From an optimization exercise on the open Yosys and OpenROAD flow, aimed at small area, a short achievable clock period and few clock cycles; shortcuts taken in it are not production practice.
Only simulation tests tie the RTL to the original design; equivalence was not proved.
Power is estimated from default activity; no workload was simulated.

**design/flow/config.mk**
```make
export PLATFORM = sky130hd
export DESIGN_NAME = adc_scan_block_averager_core
export DESIGN_NICKNAME = adc_scan_block_averager_core
export VERILOG_FILES = /design/flow/design.v
export SDC_FILE = /design/flow/constraint.sdc
export NUM_CORES = 4
export LEC_CHECK = 0
export CAP_MARGIN = 20
export CORE_MARGIN = 2
export CORE_UTILIZATION = 50
export SETUP_SLACK_MARGIN = 2.5
export SLEW_MARGIN = 20
```
**design/flow/constraint.sdc**
```tcl
create_clock -name core_clock -period 7.0 [get_ports {clk}]
set_input_delay 1.4000 -clock core_clock [delete_from_list [all_inputs] [get_ports {clk}]]
set_output_delay 1.4000 -clock core_clock [all_outputs]
set_load 0.01 [all_outputs]
```
**design/flow/design.v**
```verilog
package asba_pkg;
  localparam int ADC_W   = 12;
  localparam int SUM_W   = 20;
  localparam int CNT_W   = 8;
  localparam int SLOT_W  = 3;
  localparam int CHAN_W  = 3;
  localparam int UV_W    = 28;
  localparam int SCALE_W = 24;
  localparam int PROD_W  = ADC_W + SCALE_W;
  localparam int UV_SHIFT = 8;
  localparam int CFG_W   = 24;
  localparam int CFG_IDX_W = 3;
  localparam int DIV_CNT_W = 5;
  localparam logic [1:0] OP_START  = 2'd0;
  localparam logic [1:0] OP_RESULT = 2'd1;
  localparam logic [1:0] OP_STOP   = 2'd2;
  localparam logic [1:0] KIND_REQ  = 2'd0;
  localparam logic [1:0] KIND_AVG  = 2'd1;
  localparam logic [1:0] KIND_DONE = 2'd2;
  localparam logic [CFG_IDX_W-1:0] REG_SLOT_COUNT    = 3'd0;
  localparam logic [CFG_IDX_W-1:0] REG_CHANNEL_MAP   = 3'd1;
  localparam logic [CFG_IDX_W-1:0] REG_FILTER_LEN    = 3'd2;
  localparam logic [CFG_IDX_W-1:0] REG_ROUNDS_NEEDED = 3'd3;
  localparam logic [CFG_IDX_W-1:0] REG_SCALE_Q8      = 3'd4;
  localparam logic [3:0]         RST_SLOT_COUNT    = 4'd2;
  localparam logic [23:0]        RST_CHANNEL_MAP   = 24'd60;
  localparam logic [CNT_W-1:0]   RST_FILTER_LEN    = 8'd10;
  localparam logic [CNT_W-1:0]   RST_ROUNDS_NEEDED = 8'd20;
  localparam logic [SCALE_W-1:0] RST_SCALE_Q8      = 24'd156250;
  localparam logic [CNT_W-1:0] RND_MAX = 8'd255;
  typedef struct packed {
    logic [3:0]         slot_count;
    logic [23:0]        channel_map;
    logic [CNT_W-1:0]   filter_len;
    logic [CNT_W-1:0]   rounds_needed;
    logic [SCALE_W-1:0] scale_q8;
  } asba_cfg_t;
  typedef struct packed {
    logic              clear;
    logic              wr_latest;
    logic              acc;
    logic              take;
    logic              div_step;
    logic              mul;
    logic              load_out;
    logic [1:0]        kind;
    logic              last;
    logic [SLOT_W-1:0] idx;
  } asba_cmd_t;
  typedef struct packed {
    logic fire;
    logic round_short;
    logic out_free;
  } asba_sts_t;
endpackage
module adc_scan_block_averager_core #(
  parameter int MAX_SLOTS = 8,
  parameter int CODE_BITS = 12
) (
  input  logic        clk,
  input  logic        rst_n,
  input  logic        in_valid,
  output logic        in_ready,
  input  logic [1:0]  in_opcode,
  input  logic [11:0] in_adc_code,
  output logic        out_valid,
  input  logic        out_ready,
  output logic [1:0]  out_kind,
  output logic [2:0]  out_slot,
  output logic [2:0]  out_chan,
  output logic [11:0] out_avg_code,
  output logic [27:0] out_microvolts,
  output logic        out_last,
  input  logic        cfg_we,
  input  logic [2:0]  cfg_index,
  input  logic [23:0] cfg_wdata
);
  localparam int ROWS = 2;
  localparam int NS   = 12 / ROWS;
  logic [3:0]  sc_r;
  logic [2:0]  nm1;       
  logic [23:0] map_r;
  logic [7:0]  flen_r;
  logic [7:0]  f1_r;      
  logic [7:0]  f2_r;      
  logic [7:0]  rn_r;
  logic [23:0] scale_r;
  logic [25:0] s3_r;      
  always_ff @(posedge clk) begin
    if (!rst_n) begin
      sc_r    <= 4'd2;
      nm1     <= 3'd1;
      map_r   <= 24'd60;
      flen_r  <= 8'd10;
      f1_r    <= 8'd9;
      f2_r    <= 8'd8;
      rn_r    <= 8'd20;
      scale_r <= 24'd156250;
    end else if (cfg_we) begin
      case (cfg_index)
        3'd0: begin
          sc_r <= cfg_wdata[3:0];
          nm1  <= (cfg_wdata[3:0] == 4'd0) ? 3'd0 :
                  (cfg_wdata[3:0] > 4'd8) ? 3'd7 : 3'(cfg_wdata[3:0] - 4'd1);
        end
        3'd1: map_r   <= cfg_wdata[23:0];
        3'd2: begin
          flen_r <= cfg_wdata[7:0];
          f1_r   <= (cfg_wdata[7:0] == 8'd0) ? 8'd0 : cfg_wdata[7:0] - 8'd1;
          f2_r   <= (cfg_wdata[7:0] <= 8'd1) ? 8'd0 : cfg_wdata[7:0] - 8'd2;
        end
        3'd3: rn_r    <= cfg_wdata[7:0];
        3'd4: scale_r <= cfg_wdata[23:0];
        default: ;
      endcase
    end
  end
  always_ff @(posedge clk) s3_r <= 26'(scale_r) + {1'b0, scale_r, 1'b0};
  logic [11:0] latest_r [8];
  logic [19:0] sum_r    [8];
  logic [7:0]  cnt_r    [8];
  logic [7:0]  rnd_r    [8];
  logic [7:0]  zsc_r;
  logic [7:0]  zr_r;
  logic [7:0]  pend_r;
  logic       running_r;
  logic [2:0] pos_r;
  logic [7:0] posoh_r;   
  logic       rstd_r;    
  logic       fm_r;      
  logic       spec_r;    
  logic       wact_r;    
  logic       dirty_r;   
  logic       all_done_r;
  logic        ov_r;
  logic [1:0]  ok_r;
  logic [2:0]  os_r;
  logic [2:0]  oc_r;
  logic [11:0] oa_r;
  logic [27:0] ou_s;      
  logic [27:0] ou_c;      
  logic        ou_k;
  logic        ol_r;
  logic roundend;
  assign roundend = pos_r >= nm1;
  logic acc, is_start, is_stop, is_res, res_run, rend;
  assign in_ready = !ov_r && !fm_r && !rstd_r && !(dirty_r && roundend);
  assign acc      = in_valid && in_ready;
  assign is_start = in_opcode == 2'd0;
  assign is_res   = in_opcode == 2'd1;
  assign is_stop  = in_opcode == 2'd2;
  assign res_run  = acc && is_res && running_r;
  assign rend     = res_run && roundend;
  logic [7:0]  rsel;
  logic [11:0] r_lat;
  logic [19:0] r_sum;
  logic [7:0]  r_cnt;
  logic        r_pend;
  assign rsel = posoh_r;
  always_comb begin
    r_lat  = '0;
    r_sum  = '0;
    r_cnt  = '0;
    r_pend = 1'b0;
    for (int i = 0; i < 8; i++) begin
      r_lat  = r_lat | (latest_r[i] & {12{rsel[i]}});
      r_sum  = r_sum | (sum_r[i] & {20{rsel[i] & ~zsc_r[i]}});
      r_cnt  = r_cnt | (cnt_r[i] & {8{rsel[i] & ~zsc_r[i]}});
      r_pend = r_pend | (pend_r[i] & rsel[i]);
    end
  end
  logic [11:0] r_add;
  logic [11:0] r_x;
  logic [19:0] r_c;      
  logic [7:0]  r_cc;     
  logic [19:0] r_s;      
  logic [7:0]  r_div;    
  logic        r_fire;
  assign r_add  = (wact_r || r_pend) ? r_lat : 12'd0;
  assign r_x    = wact_r ? 12'd0 : in_adc_code;
  assign r_c    = r_sum + 20'(r_add);
  assign r_cc   = r_cnt + 8'(r_pend);
  always_comb begin
    logic [19:0] a, b, u, v;
    a = 20'(r_add);
    b = 20'(r_x);
    u = r_sum ^ a ^ b;
    v = ((r_sum & a) | (r_sum & b) | (a & b)) << 1;
    r_s = u + v;
  end
  assign r_div  = r_cc + 8'd1;
  assign r_fire = r_cnt >= (r_pend ? f2_r : f1_r);
  logic [7:0] act_v, done_v;
  logic       all_done;
  always_comb begin
    for (int i = 0; i < 8; i++) begin
      act_v[i]  = 3'(i) <= nm1;
      done_v[i] = zr_r[i] ? (rn_r == 8'd0) : (rnd_r[i] >= rn_r);
    end
    all_done = &(done_v | ~act_v);
  end
  logic       cv;
  logic [1:0] ckind;
  logic [2:0] cslot;
  logic [2:0] cchan;
  logic [2:0] pos_inc;
  assign pos_inc = pos_r + 3'd1;
  logic fire_e;
  assign cv    = acc && (is_start || (is_res && running_r && !(roundend && fire_e)));
  assign ckind = (in_opcode[0] && roundend && all_done_r) ? 2'd2 : 2'd0;
  assign cslot = (in_opcode[0] && !roundend) ? pos_inc : 3'd0;
  logic [2:0] chan_nx;   
  always_comb begin
    chan_nx = '0;
    for (int i = 0; i < 7; i++) chan_nx = chan_nx | (map_r[3*(i+1) +: 3] & {3{posoh_r[i]}});
  end
  assign cchan = !in_opcode[0] ? map_r[2:0] :
                 !roundend ? chan_nx :
                 all_done_r ? 3'd0 : map_r[2:0];
  logic adv;
  assign adv = !ov_r || out_ready;
  logic        pv   [NS+1];
  logic [2:0]  ptag [NS+1];
  logic [7:0]  pr   [NS+1];
  logic [11:0] px   [NS+1];
  logic [7:0]  nr   [NS];
  logic [11:0] nx   [NS];
  logic        mv   [NS+1];
  logic [7:0]  c_sh;
  logic [7:0]  csm1;     
  logic [7:0]  csm2;     
  logic        ceq;      
  logic        feed;
  logic        busy;    
  logic        ld_avg;
  logic ld_now;
  logic full_up [NS+1];   
  assign ceq    = r_cnt == (r_pend ? csm2 : csm1);
  logic [7:0] nm1oh;
  logic [7:0] l_cnt;
  logic       l_pend;
  logic       fire_last_r;
  logic       ceq_last_r;
  logic [7:0] csm1_d, csm2_d;
  always_comb begin
    l_cnt  = '0;
    l_pend = 1'b0;
    for (int i = 0; i < 8; i++) begin
      nm1oh[i] = nm1 == 3'(i);
      l_cnt    = l_cnt | (cnt_r[i] & {8{nm1oh[i] & ~zsc_r[i]}});
      l_pend   = l_pend | (pend_r[i] & nm1oh[i]);
    end
  end
  always_ff @(posedge clk) begin
    fire_last_r <= l_cnt >= (l_pend ? f2_r : f1_r);
    ceq_last_r  <= l_cnt == (l_pend ? csm2_d : csm1_d);
  end
  logic a_fire, a_ceq;
  assign a_fire = roundend ? (fire_last_r && pos_r == nm1) : r_fire;
  assign a_ceq  = roundend ? ceq_last_r : ceq;
  assign ld_now = rend && spec_r && pv[NS] && adv && (!a_fire || a_ceq);
  assign ld_avg = (fm_r || ld_now) && adv && pv[NS];
  always_comb begin
    full_up[NS] = 1'b1;
    for (int j = NS - 1; j >= 0; j--) full_up[j] = full_up[j+1] && pv[j+1];
    mv[NS] = ld_avg;
    for (int j = NS - 1; j >= 0; j--) mv[j] = pv[j] && (!full_up[j] || ld_avg);
    busy = 1'b0;
    for (int j = 0; j <= NS; j++) busy = busy | pv[j];
  end
  always_comb begin
    logic [8:0] t;
    logic [9:0] d;
    for (int j = 0; j < NS; j++) begin
      nr[j] = pr[j];
      nx[j] = px[j];
      for (int k = 0; k < ROWS; k++) begin
        t = {nr[j], nx[j][11]};
        d = {1'b0, t} - {2'b0, c_sh};
        nr[j] = d[9] ? t[7:0] : d[7:0];
        nx[j] = {nx[j][10:0], ~d[9]};
      end
    end
  end
  logic s0_free, c_ok;
  logic feed_arr, spec_fail, feed_walk, wstep, wlast;
  assign s0_free   = !pv[0] || mv[0];
  assign c_ok      = !busy || a_ceq;
  assign feed_arr  = res_run && spec_r && a_fire && (pos_r <= nm1) && s0_free && c_ok;
  assign spec_fail = res_run && a_fire && (pos_r <= nm1) && !(s0_free && c_ok);
  assign wstep     = wact_r && (!r_fire || (s0_free && (!busy || ceq)));
  assign feed_walk = wstep && r_fire;
  assign wlast     = pos_r == nm1;
  assign feed = feed_arr || feed_walk;
  assign csm1_d = feed ? r_cc : csm1;
  assign csm2_d = feed ? r_cc - 8'd1 : csm2;
  logic flush;
  assign flush = (acc && (is_start || is_stop)) || cfg_we;
  logic fast;
  assign fast   = spec_r && !spec_fail;
  assign fire_e = !fast || busy || (a_fire && pos_r <= nm1);
  always_ff @(posedge clk) begin
    if (feed) begin
      pr[0]   <= r_s[19:12];
      px[0]   <= r_s[11:0];
      ptag[0] <= rsel[1] ? 3'd1 : rsel[2] ? 3'd2 : rsel[3] ? 3'd3 : rsel[4] ? 3'd4 :
                 rsel[5] ? 3'd5 : rsel[6] ? 3'd6 : rsel[7] ? 3'd7 : 3'd0;
      c_sh    <= r_div;
      csm1    <= csm1_d;
      csm2    <= csm2_d;
    end
    for (int j = 0; j < NS; j++) begin
      if (mv[j]) begin
        pr[j+1]   <= nr[j];
        px[j+1]   <= nx[j];
        ptag[j+1] <= ptag[j];
      end
    end
  end
  always_ff @(posedge clk) begin
    if (!rst_n || flush || (rend && !fast)) begin
      for (int j = 0; j <= NS; j++) pv[j] <= 1'b0;
    end else begin
      pv[0] <= feed || (pv[0] && !mv[0]);
      for (int j = 0; j < NS; j++) pv[j+1] <= mv[j] || (pv[j+1] && !mv[j+1]);
    end
  end
  function automatic void csa(input logic [35:0] a, input logic [35:0] b,
                              input logic [35:0] c, output logic [35:0] s,
                              output logic [35:0] cy);
    s  = a ^ b ^ c;
    cy = ((a & b) | (a & c) | (b & c)) << 1;
  endfunction
  logic [11:0] q;
  logic [35:0] pv_s, pv_c;
  logic        lo_cy;    
  assign lo_cy = (9'(pv_s[7:0]) + 9'(pv_c[7:0])) >> 8 != 9'd0;
  assign q = px[NS];
  always_comb begin
    logic [35:0] pp [6];
    logic [35:0] l1 [4];
    logic [35:0] l2 [3];
    logic [35:0] l3 [2];
    logic [25:0] m;
    for (int k = 0; k < 6; k++) begin
      case (q[2*k +: 2])
        2'd0: m = 26'd0;
        2'd1: m = 26'(scale_r);
        2'd2: m = {1'b0, scale_r, 1'b0};
        default: m = s3_r;
      endcase
      pp[k] = 36'(m) << (2 * k);
    end
    csa(pp[0], pp[1], pp[2], l1[0], l1[1]);
    csa(pp[3], pp[4], pp[5], l1[2], l1[3]);
    csa(l1[0], l1[1], l1[2], l2[0], l2[1]);
    l2[2] = l1[3];
    csa(l2[0], l2[1], l2[2], l3[0], l3[1]);
    pv_s = l3[0];
    pv_c = l3[1];
  end
  logic [2:0] etag;
  logic [7:0] eoh;       
  logic [7:0] e_rnd;
  assign etag = ptag[NS];
  always_comb begin
    e_rnd = '0;
    for (int i = 0; i < 8; i++) begin
      eoh[i] = etag == 3'(i);
      e_rnd  = e_rnd | (rnd_r[i] & {8{eoh[i] & ~zr_r[i]}});
    end
  end
  always_ff @(posedge clk) begin
    for (int i = 0; i < 8; i++) begin
      if (res_run && posoh_r[i]) begin
        latest_r[i] <= in_adc_code;
        sum_r[i]    <= r_c;
        cnt_r[i]    <= r_cc;
      end
      if (ld_avg && eoh[i]) begin
        rnd_r[i] <= (e_rnd == 8'hFF) ? e_rnd : e_rnd + 8'd1;
      end
    end
  end
  always_ff @(posedge clk) begin
    if (!rst_n) begin
      zsc_r  <= '1;
      zr_r   <= '1;
      pend_r <= '0;
    end else if (acc && is_start) begin
      zsc_r  <= '1;
      zr_r   <= '1;
      pend_r <= '0;
    end else begin
      for (int i = 0; i < 8; i++) begin
        if (ld_avg && eoh[i]) begin
          zsc_r[i]  <= 1'b1;
          pend_r[i] <= 1'b0;
        end else if (rend && act_v[i] && fast) begin
          zsc_r[i]  <= posoh_r[i] ? 1'b0 : zsc_r[i];
          pend_r[i] <= 1'b1;
        end else if (res_run && posoh_r[i]) begin
          zsc_r[i]  <= 1'b0;
          pend_r[i] <= 1'b0;
        end else if (wstep && posoh_r[i] && !r_fire) begin
          pend_r[i] <= 1'b1;
        end
        if (ld_avg && eoh[i]) zr_r[i] <= 1'b0;
      end
    end
  end
  logic ld_fin;
  assign ld_fin = fm_r && adv && !wact_r && !busy;
  always_ff @(posedge clk) begin
    if (!rst_n) begin
      running_r <= 1'b0;
      pos_r     <= '0;
      posoh_r   <= 8'd1;
      rstd_r    <= 1'b1;
      fm_r      <= 1'b0;
      spec_r    <= 1'b1;
      wact_r    <= 1'b0;
      dirty_r   <= 1'b1;
      all_done_r <= 1'b0;
      ov_r      <= 1'b0;
      oa_r      <= '0;
      ou_s      <= '0;
      ou_c      <= '0;
      ou_k      <= 1'b0;
    end else begin
      rstd_r     <= 1'b0;
      dirty_r    <= cfg_we || (acc && is_start) || rend || fm_r;
      all_done_r <= all_done;
      if (acc) begin
        if (is_start) begin
          running_r <= 1'b1;
          pos_r     <= '0;
          posoh_r   <= 8'd1;
          spec_r    <= 1'b1;
        end else if (is_stop) begin
          running_r <= 1'b0;
        end else if (res_run) begin
          if (!roundend) begin
            pos_r   <= pos_inc;
            posoh_r <= {posoh_r[6:0], 1'b0};
            if (spec_fail) spec_r <= 1'b0;
          end else begin
            pos_r   <= '0;
            posoh_r <= 8'd1;
            spec_r  <= 1'b1;
            if (fire_e) begin
              fm_r <= 1'b1;
              if (!fast) wact_r <= 1'b1;
            end else if (all_done_r) begin
              running_r <= 1'b0;
            end
          end
        end
      end
      if (cfg_we && pos_r != 3'd0) spec_r <= 1'b0;
      if (wstep) begin
        if (wlast) begin
          wact_r  <= 1'b0;
          pos_r   <= '0;
          posoh_r <= 8'd1;
        end else begin
          pos_r   <= pos_inc;
          posoh_r <= {posoh_r[6:0], 1'b0};
        end
      end
      if (ld_fin) begin
        fm_r <= 1'b0;
        if (all_done) running_r <= 1'b0;
      end
      if (ld_avg) begin
        ov_r <= 1'b1;
        ok_r <= 2'd1;
        os_r <= etag;
        oc_r <= map_r[3*etag +: 3];
        oa_r <= q;
        ou_s <= pv_s[35:8];
        ou_c <= pv_c[35:8];
        ou_k <= lo_cy;
        ol_r <= 1'b0;
      end else if (ld_fin) begin
        ov_r <= 1'b1;
        ok_r <= all_done ? 2'd2 : 2'd0;
        os_r <= '0;
        oc_r <= all_done ? 3'd0 : map_r[2:0];
        oa_r <= '0;
        ou_s <= '0;
        ou_c <= '0;
        ou_k <= 1'b0;
        ol_r <= 1'b1;
      end else if (cv && !out_ready) begin
        ov_r <= 1'b1;
        ok_r <= ckind;
        os_r <= cslot;
        oc_r <= cchan;
        oa_r <= '0;
        ou_s <= '0;
        ou_c <= '0;
        ou_k <= 1'b0;
        ol_r <= 1'b1;
      end else if (out_ready) begin
        ov_r <= 1'b0;
      end
    end
  end
  assign out_valid      = ov_r || cv;
  assign out_kind       = ov_r ? ok_r : ckind;
  assign out_slot       = ov_r ? os_r : cslot;
  assign out_chan       = ov_r ? oc_r : cchan;
  assign out_avg_code   = oa_r;
  logic [28:0] uv_sum;
  assign uv_sum         = {ou_s, 1'b1} + {ou_c, ou_k};
  assign out_microvolts = uv_sum[28:1];
  assign out_last       = ov_r ? ol_r : 1'b1;
endmodule
```
**design/flow/run.sh**
```bash
#!/bin/bash
# synth_recipe.tcl (not shown) runs the flow's synth.tcl, then flattens the netlist and writes it again
# the make line also repeats each setting of config.mk as NAME=value (left out here)
make -C /OpenROAD-flow-scripts/flow DESIGN_CONFIG=/design/flow/config.mk WORK_HOME=/design/flow/orfs CLKGATE_MAP_FILE= SYNTH_SCRIPT=/design/flow/synth_recipe.tcl finish
```
==> results of run 1 <==
metrics by stage:
stage / hold slack, ns / worst slack (ns)
floorplan: 0.3644 / 1.780
global placement: 0.4009 / 1.284
detailed placement: 0.4045 / 1.217
CTS: 0.4134 / 2.195
global route: 0.4155 / 2.042
finish: 0.4149 / 2.226
layer usage:
metal	global-route usage, %	up-vias	wire length (um)
li1	-	15330	-
met1	36.47	16060	54260
met2	43.46	1115	58110
met3	3.691	220	7339
met4	8.926	0	3359
met5	0	-	0
what timing repair did:
item	in CTS	in global routing
cloned	5	0
gates resized for setup	296	119
pin swaps	107	77
endpoints found under the setup margin	241	155
hold endpoints to repair	0	0
setup buffers	194	58
kinds of logic (layout without fill, tap and decap cells):
family	count (synthesis)	count (layout)	synth area share, %
simple gates	897	898	9.858
xor+xnor	179	179	3.519
mux	242	242	6.110
buf+inv	435	842	3.759
flops	792	792	48.17
compound gates	1002	1002	15.43
fa+ha+maj	401	401	13.15
placed cells by master (no fill, tap or decap), drive strengths merged, types with 12 or more instances in the layout:
cell type and count:
a22oi 239, xor2 42, a31oi 28, o21ai 176, o21a 13, nand3 53, dfxtp 222, nor4 15
a222oi 12, nor2b 66, ha 285, xnor2 137, and3b 19, nand2 298, dlygate4sd2 13, edfxtp 570
a21o 73, nand4 31, buf 356, a2111oi 12, a22o 131, mux2 170, a21oi 195, clkinv 28
clkbuf 116, nor3 51, mux2i 64, o21bai 16, nand2b 57, nor2 197, clkdlybuf4s50 61, a221oi 16
and3 23, inv 239, and2 36, fa 116
registers in the layout (all words and copies together), names as in the netlist, 12 cells and up:
signal    count
scale_r      24
px           84
ou_c         28
ptag         21
ou_s         28
latest_r     96
oa_r         12
cnt_r        64
rnd_r        64
pr           48
map_r        24
s3_r         26
sum_r       160
worst paths after layout:
| kind | end | cells past startpoint |
|---|---|---|
| setup / recovery | pr[5][3]$_DFFE_PP_ | 29 |
| hold reg to reg | ptag[2][2]$_DFFE_PP_ | 0 |
| setup reg to reg | pr[5][3]$_DFFE_PP_ | 29 |
| hold / removal | ptag[2][2]$_DFFE_PP_ | 0 |
power by group:
group | total, mW | internal, mW | switching (mW)
Sequential | 5.05 | 5.00 | 0.0561
Combinational | 0.508 | 0.230 | 0.278
Clock | 4.66 | 2.71 | 1.95
layout make-up:
class / instances / area share, %
Multi-Input combinational cell: 2722 / 42.61
Clock inverter: 47 / 1.015
Inverter: 237 / 1.704
Clock buffer: 115 / 4.410
Tap cell: 1165 / 2.720
Sequential cell: 792 / 40.35
Timing Repair Buffer: 443 / 7.190
worst max-delay path: cells and delay by family (launching register included):
family,cells,cell delay (ns)
buffers and inverters,14,1.82
muxes,2,0.62
and+or+nand+nor,6,0.58
AOI/OAI and AO/OA,5,0.55
adders and majority gates,2,0.54
DFF,1,0.41
==> results.json, run 1 <==
{
  "endpoint_kind": "register",
  "die_width_um": 303.2,
  "area_taken_by_flip_flops_and_latches_sq_mm": 0.02163,
  "design.core.area_sq_mm": 0.08851,
  "rsz_0062_raised_after_global_routing": "yes",
  "timing.critical_path.from": "c_sh[1]$_DFFE_PN_",
  "layout_worst_path_cycle_share_pct": 68.21,
  "arrival_ns": 5.18,
  "hold_violations": 0,
  "hpwl_mm": 79.34,
  "max_clk_rate_mhz": 209.5,
  "max-vdd-ir-drop_mv": 0.2202,
  "synth_edf_count": 570,
  "fillers": 7224,
  "synthArstFlopShare_pct": 0,
  "tritoncts_num_sinks": 792,
  "port-buffer-count": 96,
  "hold_class": "register to register",
  "tritoncts": "done",
  "buffers_from_clock_root_to_sink_at_most": 3,
  "timing.critical_path.slowest_stage_cell": "sky130_fd_sc_hd__edfxtp_1",
  "critical_path.most_common_cell": "sky130_fd_sc_hd__buf_4",
  "first_global_vias": 32150,
  "antenna-diode-count": 0,
  "maxSlewHeadroom_pct": 20.72,
  "r2r_slack_ns": 2.23,
  "vias_per_cell": 5.927,
  "worst_path_max_stage_delay_ns": 0.41,
  "postRouteWirelength_mm": 123.1,
  "place.gp.congestion": 0.8406,
  "syn_area_sq_mm": 0.04476,
  "global_route_wire_length_before_repair_mm": 188.4,
  "yosys-top-cells-count": "sky130_fd_sc_hd__edfxtp_1 (570), sky130_fd_sc_hd__nand2_1 (298), sky130_fd_sc_hd__ha_1 (285)",
  "postSynthRegisterBits": 792,
  "die_area_sq_mm": 0.09194,
  "worst-endpoint-required_ns": 7.41,
  "syn_nets": 4395,
  "placed_cells": 5102,
  "synth_top_cell_area_share_pct": 38.24,
  "cts.clk_slew.worst_paths_ns": 0.06,
  "yosysWarnings": 17,
  "ys_top_cells_by_area": "sky130_fd_sc_hd__edfxtp_1 (38%), sky130_fd_sc_hd__dfxtp_1 (9.9%), sky130_fd_sc_hd__ha_1 (8.0%)",
  "hold_buffers": 0,
  "post_synth_inst_count": 3948,
  "worst_setup_path_start_kind": "register",
  "final_design_area_no_fill_sq_mm": 0.05360,
  "final.min_clock_period_ns": 4.774,
  "utilization_pct": 60.56,
  "grt_antenna_before_repair": 1,
  "crit_type": "register to register",
  "worst_slew_pin_slew_ns": 1.189,
  "yosysMostFrequentCell": "sky130_fd_sc_hd__edfxtp_1",
  "floorplan.rows": 109,
  "finalClockSkew_ns": 0.02588,
  "cts-htree-levels": 3,
  "r2r-start": "c_sh[1]$_DFFE_PN_",
  "synthFlopType": "sky130_fd_sc_hd__edfxtp_1",
  "postPlaceCellArea_sq_mm": 0.04737,
  "run_status": "timing/DRC/antenna clean",
  "design.portCount": 97,
  "clk_root_buffer_cell": "sky130_fd_sc_hd__clkbuf_16",
  "synth_largest_area_cell": "sky130_fd_sc_hd__edfxtp_1",
  "critical_path.max_fanout": 7,
  "drt_iter0_drc": 2563,
  "yosys.cell_types.count": 86,
  "syn2layout_area_growth_pct": 19.74,
  "vias": 32720,
  "hp-start": "ptag[1][2]$_DFFE_PP_",
  "drt-wirelength-per-cell_um": 22.29,
  "final_layout_size_suffix_gt1_share_pct": 22.06,
  "tns_ns": 0,
  "area_of_combinational_cells_with_multiple_inputs_sq_mm": 0.02284,
  "globalRoute.totalOverflow": 0,
  "drt_pass1_iterations": 8,
  "fp.dieH_um": 303.2,
  "synthesis.area_per_instance_sq_um": 11.34,
  "setup_violations": 0,
  "postRouteAntennaNets": 0,
  "p_leak_nw": 21.47,
  "initial_standard_cell_utilization_of_the_core_pct": 50.57,
  "power-per-cell-area_mw_per_mm2": 190.6,
  "drcViolationCount": 0,
  "post_layout_nonfiller_instances": 5521,
  "global_route.usage.total_pct": 26.57,
  "clock_latency_on_the_worst_skew_pair_ns": 0.68,
  "design.final.nets": 4730,
  "synth_sequential_area_ratio_pct": 48.17,
  "drv_slew": 0,
  "cts_inserted_buffers": 87,
  "post-layout-total-power_mw": 10.22,
  "grt_start_max_net_pins": 70,
  "drv_cap": 0
}
Testbench counts, summed over its fixed seeds: cycles 9,084.
==> inputs of run 2 (changes only) <==
--- a/design/flow/config.mk
+++ b/design/flow/config.mk
@@ -8,5 +8,7 @@
 export CAP_MARGIN = 20
 export CORE_MARGIN = 2
 export CORE_UTILIZATION = 50
-export SETUP_SLACK_MARGIN = 2.5
+export CTS_CLUSTER_DIAMETER = 80
+export CTS_CLUSTER_SIZE = 30
+export SETUP_SLACK_MARGIN = 2.0
 export SLEW_MARGIN = 20
==> results.json, run 2 <==
{
  "drt-wirelength-per-cell_um": 22.54,
  "internal_power_mw": 6.448,
  "drcViolationCount": 0,
  "drt_pass1_iterations": 6,
  "design.portCount": 97,
  "critical_path.max_fanout": 7,
  "global_route.usage.met1_pct": 36.85,
  "global_route_wire_length_before_repair_mm": 183.2,
  "syn_nets": 4395,
  "post_layout_nonfiller_instances": 5262,
  "synth_edf_count": 570,
  "global_route.usage.total_pct": 25.60,
  "finalHoldWorstSlack_ns": 0.4190,
  "arrival_ns": 3.50,
  "synth_top_cell_area_share_pct": 38.24,
  "tritoncts_num_sinks": 792,
  "clock_latency_on_the_worst_skew_pair_ns": 0.64,
  "place.gp.congestion": 0.8486,
  "fp.dieH_um": 303.2,
  "critical_path_cell_by_cell": "clkdlybuf4s50_1 -> nor4b_4 -> o21ai_2 -> nor3_4 -> a21oi_1 -> nand2b_1 -> clkdlybuf4s50_1",
  "design.core.area_sq_mm": 0.08851,
  "path_buf_inv": 2,
  "tns_ns": 0,
  "floorplan.rows": 109,
  "largest_reg_flops": 160,
  "yosys-top-cells-count": "sky130_fd_sc_hd__edfxtp_1 (570), sky130_fd_sc_hd__nand2_1 (298), sky130_fd_sc_hd__ha_1 (285)",
  "synth_sequential_area_ratio_pct": 48.17,
  "drv_slew": 0,
  "max_clk_rate_mhz": 203.9,
  "hold_class": "register to register",
  "placement.setup.worst_slack_ns": 0.7570,
  "p_leak_nw": 19.59,
  "syn2layout_area_growth_pct": 11.82,
  "die_area_sq_mm": 0.09194,
  "post_synth_inst_count": 3948,
  "cts-htree-levels": 2,
  "synthFlopType": "sky130_fd_sc_hd__edfxtp_1",
  "global_route_hottest_layer": "met2",
  "grt_antenna_before_repair": 1,
  "die_width_um": 303.2,
  "reg_top3": "sum_r: 160 flops, latest_r: 96 flops, px: 84 flops",
  "yosysMostFrequentCell": "sky130_fd_sc_hd__edfxtp_1",
  "post-layout-total-power_mw": 8.489,
  "groute.layer.met3.usage_pct": 2.392,
  "layout_worst_path_cycle_share_pct": 70.07,
  "postRouteWirelength_mm": 118.6,
  "initial_standard_cell_utilization_of_the_core_pct": 50.57,
  "cts_inserted_buffers": 41,
  "endpoint_kind": "output port",
  "pwr-share-comb_pct": 5.9,
  "vias": 31560,
  "setup_violations": 0,
  "port-buffer-count": 96,
  "ys_top_cells_by_area": "sky130_fd_sc_hd__edfxtp_1 (38%), sky130_fd_sc_hd__dfxtp_1 (9.9%), sky130_fd_sc_hd__ha_1 (8.0%)",
  "utilization_pct": 56.55,
  "finalClockSkew_ns": 0.05635,
  "buffers_from_clock_root_to_sink_at_most": 3,
  "yosysWarnings": 17,
  "final.min_clock_period_ns": 4.905,
  "power-per-cell-area_mw_per_mm2": 169.6,
  "critical-path-top-delay-family": "buffers and inverters",
  "mostFrequentLayoutCells": "sky130_fd_sc_hd__edfxtp_1 (570), sky130_fd_sc_hd__nand2_1 (290), sky130_fd_sc_hd__ha_1 (278)",
  "clk_root_buffer_cell": "sky130_fd_sc_hd__clkbuf_16",
  "first_global_vias": 30800,
  "postRouteAntennaNets": 0,
  "rsz_0062_raised_after_global_routing": "yes",
  "yosys.cell_types.count": 86,
  "run_status": "timing/DRC/antenna clean",
  "design.final.nets": 4515,
  "cts.clk_slew.worst_paths_ns": 0.11,
  "hpwl_mm": 80.01,
  "postSynthRegisterBits": 792,
  "worst_slew_pin_slew_ns": 1.163,
  "timing.critical_path.slowest_stage_cell": "sky130_fd_sc_hd__clkdlybuf4s50_1",
  "antenna-diode-count": 0,
  "crit_type": "primary input to output port",
  "power_switching_share_pct": 24.05,
  "grt_start_max_net_pins": 70,
  "synthesis.area_per_instance_sq_um": 11.34,
  "globalRoute.totalOverflow": 0,
  "syn_area_sq_mm": 0.04476,
  "groute.layer.met2.usage_pct": 41.94,
  "final_layout_size_suffix_gt1_share_pct": 15.01,
  "final_design_area_no_fill_sq_mm": 0.05005,
  "placed_cells": 5111,
  "layout.cells.most_common": "sky130_fd_sc_hd__edfxtp_1",
  "tritoncts": "done",
  "synthArstFlopShare_pct": 0,
  "max-vdd-ir-drop_mv": 0.2362,
  "postPlaceCellArea_sq_mm": 0.04724,
  "synth_largest_area_cell": "sky130_fd_sc_hd__edfxtp_1",
  "hold_violations": 0,
  "maxSlewHeadroom_pct": 22.28,
  "worst_path_max_stage_delay_ns": 0.53,
  "clock_power_share_pct": 34.7,
  "postLayoutSetupSlackWorst_ns": 2.095,
  "drt_iter0_drc": 2505,
  "seq_power_share_pct": 59.5,
  "total_switching_power_mw": 2.041,
  "r2r_slack_ns": 2.15,
  "vias_per_cell": 5.997,
  "worst_setup_path_start_kind": "primary input",
  "most_flops_register": "sum_r",
  "worst-endpoint-required_ns": 5.60,
  "drv_cap": 0,
  "critical_path.most_common_cell": "sky130_fd_sc_hd__clkdlybuf4s50_1"
}
[run 2: kinds of logic (layout without fill, tap and decap cells)]
group | count (synthesis) | after routing | synth area share (%)
buffers and inverters | 435 | 582 | 3.759
muxes | 242 | 242 | 6.110
and+or+nand+nor | 897 | 899 | 9.858
adders and majority gates | 401 | 401 | 13.15
DFF | 792 | 792 | 48.17
xor gates and xnor gates | 179 | 179 | 3.519
AOI/OAI and AO/OA | 1002 | 1002 | 15.43
[run 2: final timing paths]
path | end | cells past startpoint | start
worst max-delay path | out_valid | 7 | in_valid
worst min-delay path | px[3][3]$_DFFE_PP_ | 0 | px[2][1]$_DFFE_PP_
worst max register to register | pr[5][2]$_DFFE_PP_ | 28 | c_sh[1]$_DFFE_PN_
worst min register to register | px[3][3]$_DFFE_PP_ | 0 | px[2][1]$_DFFE_PP_
[run 2: power by group through the flow]
| stage | clock [mW] | sequential [mW] | combinational, mW |
|---|---|---|---|
| after global placement | 0 | 5.15 | 0.490 |
| after detailed placement | 0 | 5.15 | 0.496 |
| after global routing | 3.16 | 5.05 | 0.559 |
| final | 2.94 | 5.05 | 0.499 |
| after CTS | 3.02 | 5.05 | 0.500 |
| after floorplan | 0 | 5.12 | 0.338 |
[run 2: area by class of cell]
| class | count | area (sq um) |
|---|---|---|
| clock inverter | 27 | 392.9 |
| inverter | 237 | 905.9 |
| sequential | 792 | 21570 |
| clock buffer | 45 | 1051 |
| multi-input combinational | 2723 | 22290 |
| fill | 7601 | 38460 |
| tap | 1165 | 1458 |
| timing repair buffer | 273 | 2390 |
[run 2: metal layers]
metal	up-vias	part of all wire, %
met2	911	47
met5	-	0
met3	171	5.3
li1	14850	-
met4	0	2.3
met1	15630	46
[run 2: timing repair]
action                                  in CTS  in global routing
gates resized for setup                    110                129
setup buffers                               37                 39
hold buffers                                 0                  0
pin swaps                                   20                 75
gates cloned                                 0                  2
endpoints found under the setup margin     140                138
==> inputs of run 3 (changes only) <==
--- a/design/flow/config.mk
+++ b/design/flow/config.mk
@@ -9,6 +9,7 @@
 export CORE_MARGIN = 2
 export CORE_UTILIZATION = 50
 export CTS_CLUSTER_DIAMETER = 80
-export CTS_CLUSTER_SIZE = 30
+export CTS_CLUSTER_SIZE = 24
 export SETUP_SLACK_MARGIN = 2.0
 export SLEW_MARGIN = 20
+export TNS_END_PERCENT = 10
==> results.json, run 3 <==
{
  "initial_standard_cell_utilization_of_the_core_pct": 50.57,
  "power_switching_share_pct": 23.42,
  "design.core.area_sq_mm": 0.08851,
  "floorplan.rows": 109,
  "drv_slew": 0,
  "most_flops_register": "sum_r",
  "globalRoute.totalOverflow": 0,
  "endpoint_kind": "output port",
  "drt_pass1_iterations": 6,
  "yosys-top-cells-count": "sky130_fd_sc_hd__edfxtp_1 (570), sky130_fd_sc_hd__nand2_1 (298), sky130_fd_sc_hd__ha_1 (285)",
  "port-buffer-count": 96,
  "cts.clk_slew.worst_paths_ns": 0.10,
  "mostFrequentLayoutCells": "sky130_fd_sc_hd__edfxtp_1 (570), sky130_fd_sc_hd__nand2_1 (293), sky130_fd_sc_hd__ha_1 (283)",
  "rr_worst_depth": 18,
  "setup_violations": 0,
  "post_layout_nonfiller_instances": 5240,
  "hold_class": "register to register",
  "hold_buffers": 0,
  "grt_antenna_before_repair": 4,
  "vias": 31250,
  "drt_iter0_drc": 2587,
  "synthesis.area_per_instance_sq_um": 11.34,
  "synth_top_cell_area_share_pct": 38.24,
  "max_clk_rate_mhz": 192.7,
  "clock_latency_on_the_worst_skew_pair_ns": 0.64,
  "place.gp.congestion": 0.8516,
  "grt_start_max_net_pins": 70,
  "r2r_slack_ns": 1.98,
  "arrival_ns": 3.79,
  "seq_power_share_pct": 58.9,
  "timing.critical_path.slowest_stage_cell": "sky130_fd_sc_hd__dfxtp_1",
  "hpwl_mm": 79.68,
  "tritoncts_num_sinks": 792,
  "crit_type": "register to output port",
  "yosysMostFrequentCell": "sky130_fd_sc_hd__edfxtp_1",
  "drv_cap": 0,
  "synth_sequential_area_ratio_pct": 48.17,
  "die_area_sq_mm": 0.09194,
  "drcViolationCount": 0,
  "largest_reg_flops": 160,
  "die_width_um": 303.2,
  "hold_path_depth": 0,
  "critical_path_cell_by_cell": "inv_1 -> ha_1 -> a21oi_2 -> o21ai_2 -> nor3_4 -> a21oi_1 -> nand2b_1 -> clkdlybuf4s50_1",
  "power-per-cell-area_mw_per_mm2": 172.7,
  "pwr-share-comb_pct": 5.8,
  "final_layout_size_suffix_gt1_share_pct": 13.23,
  "r2r-start": "posoh_r[6]$_SDFFE_PN0P_",
  "design.final.nets": 4491,
  "internal_power_mw": 6.568,
  "layout_worst_path_cycle_share_pct": 74.15,
  "syn2layout_area_growth_pct": 10.94,
  "maxSlewHeadroom_pct": 23.95,
  "reg2reg_end": "ceq_last_r$_DFF_P_",
  "synthFlopType": "sky130_fd_sc_hd__edfxtp_1",
  "max-vdd-ir-drop_mv": 0.2484,
  "fp.dieH_um": 303.2,
  "placement.setup.worst_slack_ns": 0.9016,
  "post_synth_inst_count": 3948,
  "reg_top3": "sum_r: 160 flops, latest_r: 96 flops, px: 84 flops",
  "postSynthRegisterBits": 792,
  "drt-wirelength-per-cell_um": 22.61,
  "clk_root_buffer_cell": "sky130_fd_sc_hd__clkbuf_16",
  "worst_slew_pin_slew_ns": 1.132,
  "synthArstFlopShare_pct": 0,
  "yosys.cell_types.count": 86,
  "cts-htree-levels": 2,
  "vias_per_cell": 5.964,
  "ys_top_cells_by_area": "sky130_fd_sc_hd__edfxtp_1 (38%), sky130_fd_sc_hd__dfxtp_1 (9.9%), sky130_fd_sc_hd__ha_1 (8.0%)",
  "placed_cells": 5105,
  "design.portCount": 97,
  "rsz_0062_raised_after_global_routing": "yes",
  "first_global_vias": 30750,
  "syn_nets": 4395,
  "yosysWarnings": 17,
  "worst_path_max_stage_delay_ns": 0.75,
  "clock_power_share_pct": 35.3,
  "postRouteWirelength_mm": 118.5,
  "tritoncts": "done",
  "finalClockSkew_ns": 0.04589,
  "hold_violations": 0,
  "worst_setup_path_start_kind": "register",
  "p_leak_nw": 19.41,
  "global_route.usage.total_pct": 25.65,
  "worst-endpoint-required_ns": 5.60,
  "critical_path.max_fanout": 14,
  "finalHoldWorstSlack_ns": 0.4173,
  "hp-start": "px[1][9]$_DFFE_PP_",
  "postLayoutSetupSlackWorst_ns": 1.810,
  "syn_area_sq_mm": 0.04476,
  "buffers_from_clock_root_to_sink_at_most": 3,
  "synth_largest_area_cell": "sky130_fd_sc_hd__edfxtp_1",
  "hold_path_end": "px[2][11]$_DFFE_PP_",
  "run_status": "timing/DRC/antenna clean",
  "final.min_clock_period_ns": 5.190,
  "layout.cells.most_common": "sky130_fd_sc_hd__edfxtp_1",
  "synth_edf_count": 570,
  "cts_inserted_buffers": 46,
  "global_route_wire_length_before_repair_mm": 182.5,
  "total_switching_power_mw": 2.008,
  "postRouteAntennaNets": 0,
  "tns_ns": 0
}
==> run 3: changes by cell type in the layout (fill, tap and decap cells not counted), sizes merged, moves of 2 or more <==
cell,before,now
inv,247,245
buf,179,148
dlymetal6s2s,3,1
dlygate4sd2,7,5
clkinv,12,10
clkdlybuf4s50,82,90
clkbuf,46,56
==> run 3: metrics by stage <==
stage          utilization [%]  area [sq um]  total power [mW]
2_1_floorplan                -         44770             5.460
3_3_place_gp             53.31         47190             5.646
3_5_place_dp             53.32         47200             5.651
4_1_cts                  55.49         49110             8.645
5_1_grt                  56.11         49660             8.862
6_report                 56.11         49660             8.576
==> run 3: critical path, delay by kind of cell (launching register included) <==
family	cells	cell delay (ns)
adders and majority gates	1	0.40
buffers and inverters	2	0.84
AOI/OAI and AO/OA	3	0.73
and+or+nand+nor	2	0.43
DFF	1	0.75
==> run 3: power by group through the flow <==
stage	Sequential [mW]	Combinational (mW)	Clock, mW
floorplan	5.12	0.338	0
global placement	5.16	0.489	0
detailed placement	5.16	0.495	0
CTS	5.05	0.498	3.10
global route	5.06	0.559	3.25
finish	5.05	0.498	3.03
==> run 3: cell type report <==
class,instances,area (sq um)
Fill cell,7630,38850
Multi-Input combinational cell,2722,22090
Sequential cell,792,21570
Timing Repair Buffer,245,2137
Tap cell,1165,1458
Clock buffer,55,1249
Inverter,237,897.1
Clock inverter,23,251.5
Antenna cell,1,2.502
==> run 3: per-layer routing <==
layer / wire length [um] / global-route usage, %
met1: 53540 / 35.91
met2: 56130 / 42.93
met3: 6314 / 2.763
met4: 2475 / 6.158
met5: 0 / 0
==> run 3: timing repair <==
item / in CTS / in global routing
pin swaps: 10 / 34
gates resized for setup: 75 / 70
gates cloned: 0 / 1
setup buffers: 18 / 37
endpoints found under the setup margin: 147 / 159
==> run 3: worst max path at each step <==
stage                              end                    start  slack [ns]  depth (start not counted)
floorplan           pr[1][2]$_DFFE_PP_        c_sh[1]$_DFFE_PN_        1.30                         26
global placement    pr[4][2]$_DFFE_PP_        c_sh[1]$_DFFE_PN_         1.0                         26
detailed placement  pr[4][6]$_DFFE_PP_        c_sh[1]$_DFFE_PN_        0.90                         26
CTS                 pr[0][7]$_DFFE_PN_  posoh_r[1]$_SDFFE_PN0P_        1.76                         22
global route        out_microvolts[19]     ou_s[0]$_SDFFE_PN0P_        1.63                         15
finish                       out_valid      nm1[2]$_SDFFE_PN0P_        1.81                          8
==> run 3: cells by family after synthesis <==
| group | Yosys count | synth area share, % |
|---|---|---|
| flops | 792 | 48.17 |
| fa+ha+maj | 401 | 13.15 |
| xor+xnor | 179 | 3.519 |
| simple gates | 897 | 9.858 |
| mux | 242 | 6.110 |
| buf+inv | 435 | 3.759 |
| compound gates | 1002 | 15.43 |
==> inputs of run 4 (changes only) <==
--- a/design/flow/config.mk
+++ b/design/flow/config.mk
@@ -8,8 +8,7 @@
 export CAP_MARGIN = 20
 export CORE_MARGIN = 2
 export CORE_UTILIZATION = 50
-export CTS_CLUSTER_DIAMETER = 80
-export CTS_CLUSTER_SIZE = 24
+export CTS_BUF_LIST = sky130_fd_sc_hd__clkbuf_8
+export CTS_CLUSTER_SIZE = 20
 export SETUP_SLACK_MARGIN = 2.0
 export SLEW_MARGIN = 20
-export TNS_END_PERCENT = 10
==> results.json, run 4 <==
{
  "reg_top3": "sum_r: 160 flops, latest_r: 96 flops, px: 84 flops",
  "cts-htree-levels": 4,
  "synthesis.area_per_instance_sq_um": 11.34,
  "critical_path.max_fanout": 14,
  "rsz_0062_raised_after_global_routing": "yes",
  "wl_met3_mm": 7.279,
  "placed_cells": 5111,
  "r2r_slack_ns": 2.18,
  "arrival_ns": 3.53,
  "run_status": "timing/DRC/antenna clean",
  "design.portCount": 97,
  "r2r-start": "zsc_r[5]$_SDFFE_PP1P_",
  "postRouteAntennaNets": 0,
  "postRouteWirelength_mm": 120.9,
  "global_route_wire_length_before_repair_mm": 186.7,
  "first_global_vias": 31890,
  "synthArstFlopShare_pct": 0,
  "syn_nets": 4395,
  "hold_path_depth": 0,
  "cts_inserted_buffers": 137,
  "tritoncts": "done",
  "hp-start": "px[5][7]$_DFFE_PP_",
  "most_flops_register": "sum_r",
  "drv_slew": 0,
  "fp.dieH_um": 303.2,
  "yosysMostFrequentCell": "sky130_fd_sc_hd__edfxtp_1",
  "vias_per_cell": 5.914,
  "timing.critical_path.from": "nm1[2]$_SDFFE_PN0P_",
  "final_layout_size_suffix_gt1_share_pct": 17.63,
  "utilization_pct": 58.17,
  "synthFlopType": "sky130_fd_sc_hd__edfxtp_1",
  "grt_antenna_before_repair": 2,
  "power-per-cell-area_mw_per_mm2": 191.0,
  "drt_pass1_iterations": 8,
  "finalClockSkew_ns": 0.04390,
  "yosys.cell_types.count": 86,
  "p_leak_nw": 20.41,
  "globalRoute.totalOverflow": 0,
  "synth_sequential_area_ratio_pct": 48.17,
  "largest_reg_flops": 160,
  "worst_slew_pin_slew_ns": 1.148,
  "drv_cap": 0,
  "max-vdd-ir-drop_mv": 0.2201,
  "tns_ns": 0,
  "fillers": 7484,
  "synth_edf_count": 570,
  "clock_latency_on_the_worst_skew_pair_ns": 0.83,
  "die_area_sq_mm": 0.09194,
  "clk_root_buffer_cell": "sky130_fd_sc_hd__clkbuf_8",
  "endpoint_kind": "output port",
  "crit_type": "register to output port",
  "syn_area_sq_mm": 0.04476,
  "mostFrequentLayoutCells": "sky130_fd_sc_hd__edfxtp_1 (570), sky130_fd_sc_hd__nand2_1 (289), sky130_fd_sc_hd__ha_1 (274)",
  "synth_largest_area_cell": "sky130_fd_sc_hd__edfxtp_1",
  "post_synth_inst_count": 3948,
  "layout.cells.most_common": "sky130_fd_sc_hd__edfxtp_1",
  "hold_violations": 0,
  "detail_route.wirelength.met1_mm": 54.52,
  "postSynthRegisterBits": 792,
  "hold_path_end": "px[6][9]$_DFFE_PP_",
  "die_width_um": 303.2,
  "yosysWarnings": 17,
  "drcViolationCount": 0,
  "yosys-top-cells-count": "sky130_fd_sc_hd__edfxtp_1 (570), sky130_fd_sc_hd__nand2_1 (298), sky130_fd_sc_hd__ha_1 (285)",
  "post_layout_nonfiller_instances": 5440,
  "final.min_clock_period_ns": 4.935,
  "global_route.usage.total_pct": 26.33,
  "design.final.nets": 4612,
  "design.core.area_sq_mm": 0.08851,
  "hpwl_mm": 80.01,
  "reg2reg_end": "sum_r[1][18]$_DFFE_PP_",
  "tritoncts_num_sinks": 792,
  "ys_top_cells_by_area": "sky130_fd_sc_hd__edfxtp_1 (38%), sky130_fd_sc_hd__dfxtp_1 (9.9%), sky130_fd_sc_hd__ha_1 (8.0%)",
  "hold_buffers": 0,
  "max_clk_rate_mhz": 202.6,
  "maxSlewHeadroom_pct": 21.45,
  "hold_class": "register to register",
  "vias": 32170,
  "post-layout-total-power_mw": 9.832,
  "drt_iter0_drc": 2418,
  "initial_standard_cell_utilization_of_the_core_pct": 50.57,
  "layout_worst_path_cycle_share_pct": 70.50,
  "cts.clk_slew.worst_paths_ns": 0.06,
  "setup_violations": 0,
  "syn2layout_area_growth_pct": 15.02,
  "rr_worst_depth": 20,
  "route.top_layer_used": "met4",
  "worst-endpoint-required_ns": 5.60,
  "met2_length_mm": 56.16,
  "port-buffer-count": 96,
  "worst_setup_path_start_kind": "register",
  "buffers_from_clock_root_to_sink_at_most": 3,
  "synth_top_cell_area_share_pct": 38.24,
  "grt_start_max_net_pins": 70,
  "finalHoldWorstSlack_ns": 0.3999,
  "drt-wirelength-per-cell_um": 22.22,
  "place.gp.congestion": 0.8486,
  "floorplan.rows": 109
}
run 4: cell counts after synthesis:
Identical to the previous run, type by type.
run 4: how the worst max path moves through the flow:
stage / depth (start not counted) / to / slack (ns)
finish: 6 / out_kind[1] / 2.07
global route: 27 / pr[3][3]$_DFFE_PP_ / 1.92
CTS: 14 / out_microvolts[23] / 1.90
detailed placement: 26 / pr[2][2]$_DFFE_PP_ / 0.76
global placement: 26 / pr[5][6]$_DFFE_PP_ / 0.91
floorplan: 26 / pr[1][2]$_DFFE_PP_ / 1.30
run 4: what timing repair did:
item                       CTS  global route
setup endpoints to repair  145           139
pin swaps                   31            71
setup buffers               40            38
cloned                       0             1
gates resized for setup    144           126
run 4: cell type report:
cell class | instances | area (sq um) | area share [%]
inverters | 237 | 905.9 | 1.759
multi-input cells | 2722 | 22380 | 43.46
well taps | 1165 | 1458 | 2.831
flip-flops and latches | 792 | 21580 | 41.92
diodes | 3 | 7.507 | 0.01458
repair buffers | 275 | 2379 | 4.620
clock inverters | 92 | 660.6 | 1.283
clock buffers | 154 | 2120 | 4.117
run 4: stage by stage:
step	setup slack (ns)	cell area, sq um
final	2.065	51490
after global routing	1.923	51490
after CTS	1.900	50790
after detailed placement	0.7570	47240
after global placement	0.9065	47220
after floorplan	1.300	44770
run 4: critical path: stages (launching register included):
cell	delay [ns]
sky130_fd_sc_hd__dfxtp_2	0.52
sky130_fd_sc_hd__inv_1	0.24
sky130_fd_sc_hd__ha_1	0.41
sky130_fd_sc_hd__a21o_1	0.42
sky130_fd_sc_hd__nand3_1	0.16
sky130_fd_sc_hd__o21ai_0	0.35
sky130_fd_sc_hd__clkdlybuf4s50_1	0.61
run 4: where the power goes:
| group | internal, mW | leakage (nW) | total, mW | switching, mW |
|---|---|---|---|---|
| clock | 2.33 | 1.53 | 4.27 | 1.95 |
| combinational | 0.225 | 11.8 | 0.503 | 0.278 |
| sequential | 5.00 | 7.08 | 5.06 | 0.0558 |
run 4: cells by family after synthesis:
family          synth area share (%)
compound gates                 15.43
xor+xnor                       3.519
flops                          48.17
fa+ha+maj                      13.15
simple gates                   9.858
buf+inv                        3.759
mux                            6.110
run 4: routing by layer:
metal,track usage [%],vias up
li1,-,15110
met1,36.71,15820
met2,42.16,1039
met3,4.098,207
met4,8.726,0
met5,0,-
==> inputs of run 5 (changes only) <==
--- a/design/flow/config.mk
+++ b/design/flow/config.mk
@@ -8,7 +8,8 @@
 export CAP_MARGIN = 20
 export CORE_MARGIN = 2
 export CORE_UTILIZATION = 50
-export CTS_BUF_LIST = sky130_fd_sc_hd__clkbuf_8
-export CTS_CLUSTER_SIZE = 20
+export CTS_CLUSTER_DIAMETER = 80
+export CTS_CLUSTER_SIZE = 24
+export PLACE_DENSITY = 0.7
 export SETUP_SLACK_MARGIN = 2.0
 export SLEW_MARGIN = 20
==> results.json, run 5 <==
{
  "p_leak_nw": 19.57,
  "area_of_combinational_cells_with_multiple_inputs_sq_mm": 0.02234,
  "layout_worst_path_cycle_share_pct": 69.61,
  "most_flops_register": "sum_r",
  "drv_slew": 0,
  "r2r_slack_ns": 2.18,
  "tns_ns": 0,
  "mostFrequentLayoutCells": "sky130_fd_sc_hd__edfxtp_1 (570), sky130_fd_sc_hd__nand2_1 (287), sky130_fd_sc_hd__ha_1 (275)",
  "synth_largest_area_cell": "sky130_fd_sc_hd__edfxtp_1",
  "drt_iter0_drc": 2963,
  "hold_class": "register to register",
  "tritoncts_num_sinks": 792,
  "clock_latency_on_the_worst_skew_pair_ns": 0.65,
  "final_layout_size_suffix_gt1_share_pct": 14.85,
  "cts-htree-levels": 2,
  "global_route.usage.total_pct": 24.68,
  "hold_path_end": "ptag[5][1]$_DFFE_PP_",
  "initial_standard_cell_utilization_of_the_core_pct": 50.57,
  "post_layout_nonfiller_instances": 5260,
  "grt_start_max_net_pins": 70,
  "cts_inserted_buffers": 45,
  "rsz_0062_raised_after_global_routing": "yes",
  "globalRoute.totalOverflow": 0,
  "worst_setup_path_start_kind": "primary input",
  "rr_worst_depth": 23,
  "drt_pass1_iterations": 8,
  "drt-wirelength-per-cell_um": 21.88,
  "final.min_clock_period_ns": 4.872,
  "hp-start": "ptag[4][1]$_DFFE_PP_",
  "worst-endpoint-required_ns": 5.60,
  "syn_nets": 4395,
  "postRouteWirelength_mm": 115.1,
  "run_status": "timing/DRC/antenna clean",
  "drv_cap": 0,
  "reg2reg_end": "pr[0][7]$_DFFE_PN_",
  "drcViolationCount": 0,
  "die_area_sq_mm": 0.09194,
  "synthesis.area_per_instance_sq_um": 11.34,
  "placed_cells": 5108,
  "hold_buffers": 0,
  "power-per-cell-area_mw_per_mm2": 170.7,
  "global_route_wire_length_before_repair_mm": 177.4,
  "synthArstFlopShare_pct": 0,
  "worst_slew_pin_slew_ns": 1.057,
  "clk_root_buffer_cell": "sky130_fd_sc_hd__clkbuf_16",
  "cts.clk_slew.worst_paths_ns": 0.09,
  "setup_violations": 0,
  "critical-path-top-delay-family": "buffers and inverters",
  "synth_top_cell_area_share_pct": 38.24,
  "synth_sequential_area_ratio_pct": 48.17,
  "postRouteAntennaNets": 0,
  "critical_path_cell_by_cell": "clkdlybuf4s50_1 -> nor4b_2 -> o21ai_2 -> nor3_4 -> a21oi_1 -> nand2b_1 -> clkdlybuf4s50_1",
  "critical_path.most_common_cell": "sky130_fd_sc_hd__clkdlybuf4s50_1",
  "syn_area_sq_mm": 0.04476,
  "antenna-diode-count": 0,
  "maxSlewHeadroom_pct": 29.30,
  "buffers_from_clock_root_to_sink_at_most": 3,
  "path_depth": 7,
  "first_global_vias": 30920,
  "place.gp.congestion": 0.8883,
  "area_taken_by_flip_flops_and_latches_sq_mm": 0.02158,
  "arrival_ns": 3.47,
  "yosysMostFrequentCell": "sky130_fd_sc_hd__edfxtp_1",
  "hold_violations": 0,
  "design.final.nets": 4511,
  "post_synth_inst_count": 3948,
  "layout.cells.most_common": "sky130_fd_sc_hd__edfxtp_1",
  "design.portCount": 97,
  "tritoncts": "done",
  "r2r-start": "posoh_r[4]$_SDFFE_PN0P_",
  "ys_top_cells_by_area": "sky130_fd_sc_hd__edfxtp_1 (38%), sky130_fd_sc_hd__dfxtp_1 (9.9%), sky130_fd_sc_hd__ha_1 (8.0%)",
  "finalClockSkew_ns": 0.05820,
  "design.core.area_sq_mm": 0.08851,
  "grt_antenna_before_repair": 2,
  "endpoint_kind": "output port",
  "worst_path_max_stage_delay_ns": 0.54,
  "hpwl_mm": 76.81,
  "vias": 31670,
  "fp.dieH_um": 303.2,
  "fillers": 7406,
  "reg_top3": "sum_r: 160 flops, latest_r: 96 flops, px: 84 flops",
  "timing.critical_path.slowest_stage_cell": "sky130_fd_sc_hd__clkdlybuf4s50_1",
  "yosysWarnings": 17,
  "synthFlopType": "sky130_fd_sc_hd__edfxtp_1",
  "max_clk_rate_mhz": 205.2,
  "crit_type": "primary input to output port",
  "syn2layout_area_growth_pct": 11.94,
  "largest_reg_flops": 160,
  "postSynthRegisterBits": 792,
  "hold_path_depth": 0,
  "die_width_um": 303.2,
  "vias_per_cell": 6.021,
  "critical_path.max_fanout": 7,
  "path_buf_inv": 2,
  "synth_edf_count": 570,
  "yosys-top-cells-count": "sky130_fd_sc_hd__edfxtp_1 (570), sky130_fd_sc_hd__nand2_1 (298), sky130_fd_sc_hd__ha_1 (285)",
  "max-vdd-ir-drop_mv": 0.1960,
  "floorplan.rows": 109,
  "port-buffer-count": 96,
  "yosys.cell_types.count": 86
}
## run 5: cell types whose count changed in the layout (fill, tap and decap cells not counted), moves of 4 or more
cell,change
sky130_fd_sc_hd__buf_4,-11
sky130_fd_sc_hd__bufinv_16,-6
sky130_fd_sc_hd__and2_4,-4
sky130_fd_sc_hd__clkinvlp_4,-6
sky130_fd_sc_hd__clkbuf_1,+11
sky130_fd_sc_hd__clkinv_2,-13
sky130_fd_sc_hd__clkbuf_16,+45
sky130_fd_sc_hd__clkbuf_8,-153
sky130_fd_sc_hd__inv_1,-30
sky130_fd_sc_hd__clkinv_1,-22
## run 5: stage by stage
step	total power [mW]	utilization (%)	area [sq um]	setup WS (ns)	hold WS [ns]
2_1_floorplan	5.460	-	44770	1.300	0.3644
3_3_place_gp	5.638	53.33	47210	1.330	0.4005
3_5_place_dp	5.645	53.33	47210	1.170	0.4045
4_1_cts	8.588	55.72	49320	1.881	0.4150
5_1_grt	8.824	56.61	50110	1.896	0.4236
6_report	8.552	56.61	50110	2.128	0.4105
## run 5: layer usage
metal  share of wire [%]  GRT usage (%)  vias up
li1                    -              -    14830
met1                  43          33.69    15520
met2                  47          40.53     1116
met3                 7.0          3.741      206
met4                 3.0          7.952        4
met5               0.023              0        -
## run 5: area by class of cell
| cell class | count | area share (%) |
|---|---|---|
| Inverter | 237 | 1.795 |
| Clock inverter | 21 | 0.6492 |
| Tap cell | 1165 | 2.909 |
| Multi-Input combinational cell | 2722 | 44.58 |
| Clock buffer | 57 | 2.357 |
| Timing Repair Buffer | 266 | 4.647 |
| Sequential cell | 792 | 43.06 |
## run 5: cell families after synthesis
group,Yosys count,synth area share (%)
multiplexers,242,6.110
adder cells (fa/ha/maj),401,13.15
buffers and inverters,435,3.759
XOR/XNOR,179,3.519
flip-flops,792,48.17
AO/OA/AOI/OAI,1002,15.43
AND/OR/NAND/NOR,897,9.858
## run 5: power by group
| group | internal (mW) | total, mW | switching [mW] |
|---|---|---|---|
| combinational | 0.222 | 0.502 | 0.280 |
| sequential | 4.99 | 5.05 | 0.0545 |
| clock | 1.35 | 3.00 | 1.66 |
## run 5: worst reg2reg max path, delay by kind of cell, from the launching register on
kind            cells  cell delay [ns]
flops               1             0.37
buf+inv             5             0.58
compound gates      9             1.41
fa+ha+maj           3             1.05
simple gates        5             1.07
xor+xnor            1             0.10
## run 5: how the worst max path moves through the flow
stage	endpoint	from
after CTS	out_microvolts[27]	ou_s[0]$_SDFFE_PN0P_
after global placement	pr[4][2]$_DFFE_PP_	c_sh[2]$_DFFE_PN_
after detailed placement	pr[4][2]$_DFFE_PP_	c_sh[2]$_DFFE_PN_
after global routing	pr[0][7]$_DFFE_PN_	posoh_r[0]$_SDFFE_PN1P_
after floorplan	pr[1][2]$_DFFE_PP_	c_sh[1]$_DFFE_PN_
final	out_valid	in_valid
## run 5: what timing repair did
item	CTS	global route
resized for setup	119	137
buffers inserted	30	43
setup endpoints to repair	138	177
pin swaps	24	67
gates cloned	0	1
==> inputs of run 6 (changes only) <==
--- a/design/flow/config.mk
+++ b/design/flow/config.mk
@@ -10,6 +10,5 @@
 export CORE_UTILIZATION = 50
 export CTS_CLUSTER_DIAMETER = 80
 export CTS_CLUSTER_SIZE = 24
-export PLACE_DENSITY = 0.7
-export SETUP_SLACK_MARGIN = 2.0
+export SETUP_SLACK_MARGIN = 2.2
 export SLEW_MARGIN = 20
==> results.json, run 6 <==
{
  "run_status": "timing/DRC/antenna clean",
  "design.core.area_sq_mm": 0.08851,
  "tns_ns": 0,
  "vias": 31760,
  "postRouteWirelength_mm": 120.5,
  "post-layout-total-power_mw": 8.473,
  "endpoint": "pr[5][6]$_DFFE_PP_",
  "fillers": 7527,
  "postLayoutSetupSlackWorst_ns": 2.162,
  "syn_nets": 4395,
  "hp-start": "px[3][8]$_DFFE_PP_",
  "yosys.cell_types.count": 86,
  "syn2layout_area_growth_pct": 13.51,
  "clock_latency_on_the_worst_skew_pair_ns": 0.63,
  "setup_violations": 0,
  "critical_path.most_common_cell": "sky130_fd_sc_hd__o21ai_2",
  "drt_pass1_iterations": 7,
  "fp.dieH_um": 303.2,
  "yosys-top-cells-count": "sky130_fd_sc_hd__edfxtp_1 (570), sky130_fd_sc_hd__nand2_1 (298), sky130_fd_sc_hd__ha_1 (285)",
  "postPlaceCellArea_sq_mm": 0.04724,
  "final.min_clock_period_ns": 4.838,
  "max_clk_rate_mhz": 206.7,
  "mostFrequentLayoutCells": "sky130_fd_sc_hd__edfxtp_1 (570), sky130_fd_sc_hd__nand2_1 (284), sky130_fd_sc_hd__ha_1 (267)",
  "critical_path.max_fanout": 6,
  "grt_start_max_net_pins": 70,
  "timing.critical_path.from": "c_sh[1]$_DFFE_PN_",
  "post_synth_inst_count": 3948,
  "yosysMostFrequentCell": "sky130_fd_sc_hd__edfxtp_1",
  "most_flops_register": "sum_r",
  "finalClockSkew_ns": 0.03738,
  "die_area_sq_mm": 0.09194,
  "design.final.nets": 4558,
  "worst-endpoint-required_ns": 7.37,
  "power-per-cell-area_mw_per_mm2": 166.7,
  "synthArstFlopShare_pct": 0,
  "tritoncts": "done",
  "largest_reg_flops": 160,
  "place.gp.congestion": 0.8486,
  "max-vdd-ir-drop_mv": 0.1986,
  "reg2reg_end": "pr[5][6]$_DFFE_PP_",
  "synth_top_cell_area_share_pct": 38.24,
  "floorplan.rows": 109,
  "clk_root_buffer_cell": "sky130_fd_sc_hd__clkbuf_16",
  "yosysWarnings": 17,
  "drv_slew": 0,
  "global_route.usage.total_pct": 25.79,
  "worst_slew_pin_slew_ns": 1.162,
  "arrival_ns": 5.21,
  "synthesis.area_per_instance_sq_um": 11.34,
  "tritoncts_num_sinks": 792,
  "postSynthRegisterBits": 792,
  "cts-htree-levels": 2,
  "maxSlewHeadroom_pct": 22.36,
  "crit_type": "register to register",
  "vias_per_cell": 5.991,
  "layout_worst_path_cycle_share_pct": 69.12,
  "worst_path_max_stage_delay_ns": 0.38,
  "synth_sequential_area_ratio_pct": 48.17,
  "drv_cap": 0,
  "layout.cells.most_common": "sky130_fd_sc_hd__edfxtp_1",
  "worst_setup_path_start_kind": "register",
  "globalRoute.totalOverflow": 0,
  "placed_cells": 5111,
  "reg_top3": "sum_r: 160 flops, latest_r: 96 flops, px: 84 flops",
  "timing.critical_path.slowest_stage_cell": "sky130_fd_sc_hd__a211o_4",
  "hold_violations": 0,
  "final_layout_size_suffix_gt1_share_pct": 17.40,
  "antenna-diode-count": 0,
  "initial_standard_cell_utilization_of_the_core_pct": 50.57,
  "hpwl_mm": 80.01,
  "drt-wirelength-per-cell_um": 22.72,
  "cts_inserted_buffers": 44,
  "placement.setup.worst_slack_ns": 0.7570,
  "r2r-start": "c_sh[1]$_DFFE_PN_",
  "syn_area_sq_mm": 0.04476,
  "ys_top_cells_by_area": "sky130_fd_sc_hd__edfxtp_1 (38%), sky130_fd_sc_hd__dfxtp_1 (9.9%), sky130_fd_sc_hd__ha_1 (8.0%)",
  "hold_class": "register to register",
  "post_layout_nonfiller_instances": 5302,
  "cts.clk_slew.worst_paths_ns": 0.09,
  "synth_largest_area_cell": "sky130_fd_sc_hd__edfxtp_1",
  "drcViolationCount": 0,
  "global_route_wire_length_before_repair_mm": 184.5,
  "postRouteAntennaNets": 0,
  "final_design_area_no_fill_sq_mm": 0.05081,
  "finalHoldWorstSlack_ns": 0.4189,
  "p_leak_nw": 19.89,
  "port-buffer-count": 96,
  "synthFlopType": "sky130_fd_sc_hd__edfxtp_1",
  "buffers_from_clock_root_to_sink_at_most": 3,
  "utilization_pct": 57.41,
  "drt_iter0_drc": 2712,
  "die_width_um": 303.2,
  "r2r_slack_ns": 2.16,
  "first_global_vias": 31040,
  "synth_edf_count": 570,
  "design.portCount": 97,
  "grt_antenna_before_repair": 3,
  "rsz_0062_raised_after_global_routing": "yes",
  "endpoint_kind": "register",
  "rr_worst_depth": 29,
  "hold_buffers": 0
}
==> run 6: cell counts after synthesis <==
Identical to the previous run, type by type.
==> run 6: report_power, final <==
| group | switching, mW | internal, mW | total (mW) |
|---|---|---|---|
| combinational | 0.279 | 0.227 | 0.506 |
| sequential | 0.0554 | 4.99 | 5.05 |
| clock | 1.64 | 1.28 | 2.92 |
==> run 6: worst min path at each step <==
stage | slack [ns] | endpoint | cells after the start
4_1_cts | 0.42 | px[4][6]$_DFFE_PP_ | 0
5_1_grt | 0.42 | ptag[5][1]$_DFFE_PP_ | 0
3_3_place_gp | 0.40 | px[4][10]$_DFFE_PP_ | 0
2_1_floorplan | 0.36 | s3_r[0]$_DFF_P_ | 0
6_report | 0.42 | px[4][10]$_DFFE_PP_ | 0
3_5_place_dp | 0.40 | ptag[2][2]$_DFFE_PP_ | 0
==> run 6: routing by layer <==
metal	wire [um]	GRT usage [%]	vias up
li1	-	-	14930
met1	54830	37.17	15770
met2	56670	42.24	877
met3	6285	2.456	183
met4	2691	6.052	0
met5	0	0	-
==> run 6: cell type report <==
cell class	instances	area (sq um)	area share, %
Tap cell	1165	1458	2.869
Clock inverter	18	241.5	0.4752
Clock buffer	54	1159	2.280
Sequential cell	792	21580	42.47
Inverter	237	908.4	1.788
Timing Repair Buffer	314	2803	5.516
Multi-Input combinational cell	2722	22660	44.60
==> run 6: repair_timing <==
action | CTS | global route
setup endpoints to repair | 179 | 179
pin swaps | 52 | 114
resized for setup | 187 | 175
setup buffers | 66 | 50
gates cloned | 0 | 2
==> run 6: logic make-up after synthesis <==
logic type                 Yosys count  synth area share, %
DFF                                792                48.17
adders and majority gates          401                13.15
buffers and inverters              435                3.759
AOI/OAI and AO/OA                 1002                15.43
muxes                              242                6.110
and+or+nand+nor                    897                9.858
xor gates and xnor gates           179                3.519
==> run 6: critical path, delay by kind of cell (launching register included) <==
family | cells | cell delay (ns)
AOI/OAI and AO/OA | 11 | 1.78
and+or+nand+nor | 9 | 1.04
buffers and inverters | 6 | 0.65
adders and majority gates | 2 | 0.40
muxes | 1 | 0.36
DFF | 1 | 0.35

## re-timing with driven ports
The flow's constraints put no driver on any port. The routed layouts listed below were extracted and timed again, unchanged, in two steps. Step 1 sets driving cells, clkbuf_16 on the clock port and buf_2 on the other inputs (assumed; they add their load-dependent delay and slew). Step 2, shift: input delay + t, output delay - t, t = (earliest + latest rising clock arrival at the registers) / 2. This alone moves slack from input paths to output paths. Slacks: no drivers / after step 1 / after step 2; pairs: no drivers / after step 1.
run	shift t [ns]	setup WS [ns]
run 1	0.731	2.226 / 2.226 / 1.975
run 2	0.692	2.095 / 2.070 / 1.555
run 3	0.691	1.810 / 1.736 / 1.442
run 4	0.879	2.065 / 1.995 / 1.532
run 5	0.697	2.128 / 2.065 / 1.571
run 6	0.691	2.162 / 2.162 / 1.686
After both steps setup and hold are still met in every run listed.
